From an optimization exercise on the open Yosys and OpenROAD flow, aimed at small area, a short achievable clock period and few clock cycles per item; shortcuts taken in it are not production practice.
Function was checked by simulation only, so behaviour that the tests miss may differ from the original.

Setup of rev 12:
Design yuv2rgb_top, start of the top module:
module yuv2rgb_top #(
	parameter int img_width = 320,
	parameter int img_height = 240
) (
	input logic CLOCK_50_I,
	input logic Resetn,
	input logic start,
	input logic [15:0] read_data,
	output logic [15:0] write_data,
	output logic [17:0] address,
	output logic write_en_n,
	output logic done
);
	localparam int macros_per_row = img_width / 4;
	localparam int n_pairs = img_width * img_height / 2;
	localparam logic [17:0] u_base = 18'(img_width * img_height / 2);
	localparam logic [17:0] v_base = 18'(img_width * img_height * 3 / 4);
	localparam logic [16:0] rgb_first = 17'(146944 - 131072);
	localparam logic [15:0] y_end = 16'(n_pairs + 2);
	localparam logic [6:0] col_idle = 7'(macros_per_row - 2);
	logic active;
	logic [3:0] ph;
	logic [15:0] ycnt;
	logic [6:0] col;
	logic wr_ok;
	logic [16:0] rgb;
	logic finish;
	logic wr_ok_n;
	logic wr_issue;
	logic [15:0] cidx_sum;
	logic [17:0] c_addr;
	assign finish = active && (ph == 4'd3) && (ycnt == y_end);
  ...
clock: 11.0 ns
lec_check: 0
cap_margin: 20
core_margin: 2
core_utilization: 40
slew_margin: 20
run.sh (not shown) runs the stock make flow with config.mk's settings and CLKGATE_MAP_FILE= SYNTH_SCRIPT=/design/flow/synth_recipe.tcl, a recipe that flattens the netlist after the stock synthesis.
Testbench counts of rev 12, summed over its fixed seeds: cycles 1,152,162, frames 6.
Relative to rev 12, the following input files were edited for rev 13:
- CAP_MARGIN now 80, was 20
- SLEW_MARGIN now 80, was 20
Findings:
Lower count of clock-buffer cells in the layout among rev 12 and rev 13: rev 13. Average vias per placed instance (lower): rev 13. Design area (rev 13 over rev 12): increase, 5.2%.

========
## run A
Another version of the RTL of yuv2rgb_top (not shown whole).
Size: about 440 flip-flops, about 55 I/O pins, ~0.025 mm2 of cells after synthesis.
## yuv2rgb_top
module yuv2rgb_top #(
	parameter int img_width = 320,
	parameter int img_height = 240
) (
	input logic CLOCK_50_I,
	input logic Resetn,
	input logic start,
	input logic [15:0] read_data,
	output logic [15:0] write_data,
	output logic [17:0] address,
	output logic write_en_n,
	output logic done
);
Settings: LEC_CHECK=0, CAP_MARGIN=20, CORE_MARGIN=2, CORE_UTILIZATION=40, CTS_BUF_LIST=sky130_fd_sc_hd__clkbuf_16, CTS_CLUSTER_DIAMETER=120, CTS_CLUSTER_SIZE=20, SLEW_MARGIN=20; clock period 11.0 ns.
standard.sh (not shown) runs the stock make flow with config.mk's settings and CLKGATE_MAP_FILE= SYNTH_SCRIPT=/design/flow/synth_recipe.tcl, a recipe that flattens the netlist after the stock synthesis.
==> flow/flow/run.sh <==
#!/bin/bash
# Standard layout, with the port buffers made from buf_1 cells instead of the
# default choice (a delay buffer): smaller, and faster to the outputs.
set -e
export BUFFER_PORTS_ARGS="-buffer_cell sky130_fd_sc_hd__buf_1"
bash standard.sh > standard.log 2>&1
Run A finished all stages; the layout is clean.
Testbench counts of run A, summed over its fixed seeds: cycles 1,152,168, frames 6.
Setup changes, run A to run B
# run A
export LEC_CHECK = 0
export CAP_MARGIN = 20
export CORE_MARGIN = 2
export CORE_UTILIZATION = 40
export CTS_BUF_LIST = sky130_fd_sc_hd__clkbuf_16
export CTS_CLUSTER_DIAMETER = 120
export CTS_CLUSTER_SIZE = 20
export SLEW_MARGIN = 20
create_clock -name core_clock -period 11.0 [get_ports {CLOCK_50_I}]
# run B
export LEC_CHECK = 0
export CAP_MARGIN = 20
export CORE_MARGIN = 2
export CORE_UTILIZATION = 40
export SLEW_MARGIN = 20
create_clock -name core_clock -period 11.0 [get_ports {CLOCK_50_I}]
--- outcome ---
Run B: all stages complete, timing, DRC and antenna checks passed
The routed via count of run B is higher than that of run A.
Run B ended with less number of filler instances in the final layout than run A.
Compared with run A, wire length on met3 in run B increased slightly.
Summary: top achievable clock speed, run B better than run A
Re minimum hold slack: run A and run B aren't equal, and the lower value belongs to run B.
Final critical-path setup slack ends up higher on run B.
Maximum buffer depth of the clock tree: run A vs run B — no meaningful difference
## Diff of input files: run C against run B
# run B
export LEC_CHECK = 0
export CAP_MARGIN = 20
export CORE_MARGIN = 2
export CORE_UTILIZATION = 40
export SLEW_MARGIN = 20
create_clock -name core_clock -period 11.0 [get_ports {CLOCK_50_I}]
# run C
export LEC_CHECK = 0
export CAP_MARGIN = 20
export CORE_MARGIN = 2
export CORE_UTILIZATION = 40
export CTS_BUF_LIST = sky130_fd_sc_hd__clkbuf_8
export CTS_CLUSTER_DIAMETER = 100
export CTS_CLUSTER_SIZE = 16
export SLEW_MARGIN = 20
create_clock -name core_clock -period 11.0 [get_ports {CLOCK_50_I}]
==> flow/run.sh (new file) <==
#!/bin/bash
# synth_recipe.tcl (not shown) runs the flow's synth.tcl, then flattens the netlist and writes it again
# the make line also repeats each setting of config.mk as NAME=value (left out here)
make -C /OpenROAD-flow-scripts/flow DESIGN_CONFIG=/design/flow/config.mk WORK_HOME=/design/flow/orfs CLKGATE_MAP_FILE= SYNTH_SCRIPT=/design/flow/synth_recipe.tcl finish
removed: flow/flow/run.sh
removed: flow/standard.sh
Notes after the runs:
Run B was larger in final cell area than run C. Per the comparison of run C with run B, clock buffer instance count of the final layout went down by 41%, maximum clock frequency shows a reduction of about 2%, share of final layout cell area taken by clock buffers and inverters down 3.7 points. The flow did not stop early for run C: all stages ran, and the layout cleared the timing, design-rule and antenna checks. Detailed placement HPWL for run C is lower than for run B. Lower wire length was reported by run C, not run B. [run C] critical path depth in cells fell 12 relative to run B. Looking at classification of the worst setup path, the reg2out result is from run C; the reg2reg one comes from run B.
Relative to run C, the following input files were edited for run D:
# run C
export LEC_CHECK = 0
export CAP_MARGIN = 20
export CORE_MARGIN = 2
export CORE_UTILIZATION = 40
export CTS_BUF_LIST = sky130_fd_sc_hd__clkbuf_8
export CTS_CLUSTER_DIAMETER = 100
export CTS_CLUSTER_SIZE = 16
export SLEW_MARGIN = 20
create_clock -name core_clock -period 11.0 [get_ports {CLOCK_50_I}]
# run D
export LEC_CHECK = 0
export CAP_MARGIN = 20
export CORE_MARGIN = 2
export CORE_UTILIZATION = 40
export SLEW_MARGIN = 20
create_clock -name core_clock -period 11.0 [get_ports {CLOCK_50_I}]
==> flow/flow/run.sh (new file) <==
#!/bin/bash
# Standard layout, with the port buffers made from buf_2 cells instead of the
# default choice (a delay buffer), so the paths to the outputs are shorter.
set -e
export BUFFER_PORTS_ARGS="-buffer_cell sky130_fd_sc_hd__buf_2"
bash standard.sh > standard.log 2>&1
==> flow/standard.sh (new file) <==
#!/bin/bash
# synth_recipe.tcl (not shown) runs the flow's synth.tcl, then flattens the netlist and writes it again
# the make line also repeats each setting of config.mk as NAME=value (left out here)
make -C /OpenROAD-flow-scripts/flow DESIGN_CONFIG=/design/flow/config.mk WORK_HOME=/design/flow/orfs CLKGATE_MAP_FILE= SYNTH_SCRIPT=/design/flow/synth_recipe.tcl "${@:-finish}"
removed: flow/run.sh
==> comparison <==
Run D completed; timing, DRC and antenna clean
Run C finished all stages; the layout is clean.
Area inside the core boundary delta (run C -> run D): insignificant
Final area ends up higher on run D.
Summary: with run C as the reference, wire length in run D moved up slightly.
Synthesized cell count of run D is on par with run C.
Comparing run C and run D, the lower maximum number of pins on one net before global-route repair is on run D.
Taking run C as the reference point, the number of vias after detailed routing of run D rises by 53.
In the reports for run C and run D, the smaller shortest clock period the worst path allows after layout belongs to run D.
Compared to run C, run D has critical path data required time 2.66 ns higher.
For run D, the worst-path cell with the longest stage delay was dfxtp_1, unlike run C, where it was clkdlybuf4s50_1.

[static timing again, ports no longer ideal]
The flow's constraints put no driver on any port. The routed layouts listed below were extracted and timed again, unchanged, in two steps. Step 1 assumes that a clkbuf_16 drives the clock port and a buf_2 every other input. Step 2 times the ports against the registers' clock, not the clock port: input delays grow and output delays shrink by t, the midpoint of the rising clock arrivals with the driver on. Three values: no drivers, after step 1, after step 2; two values: the first two.
run | t (ns) | setup WS [ns] | hold WS [ns] | worst slew at a driven data input, ns | cell pins on the clock port's net
rev 12 | 0.623 | 6.492 / 6.492 / 6.492 | 0.412 / 0.412 / 0.412 | 0.04 | 1
rev 13 | 0.616 | 6.182 / 6.182 / 6.182 | 0.415 / 0.415 / 0.415 | 0.04 | 1
run A | 0.627 | 7.298 / 7.298 / 7.298 | 0.416 / 0.416 / 0.416 | 0.05 | 1
run B | 0.639 | 7.313 / 7.313 / 7.313 | 0.412 / 0.412 / 0.412 | 0.05 | 1
run C | 0.649 | 7.240 / 7.192 / 7.302 | 0.408 / 0.408 / 0.408 | 0.03 | 1
run D | 0.630 | 7.288 / 7.288 / 7.288 | 0.416 / 0.416 / 0.416 | 0.05 | 1
After both steps setup and hold are still met in every run listed.
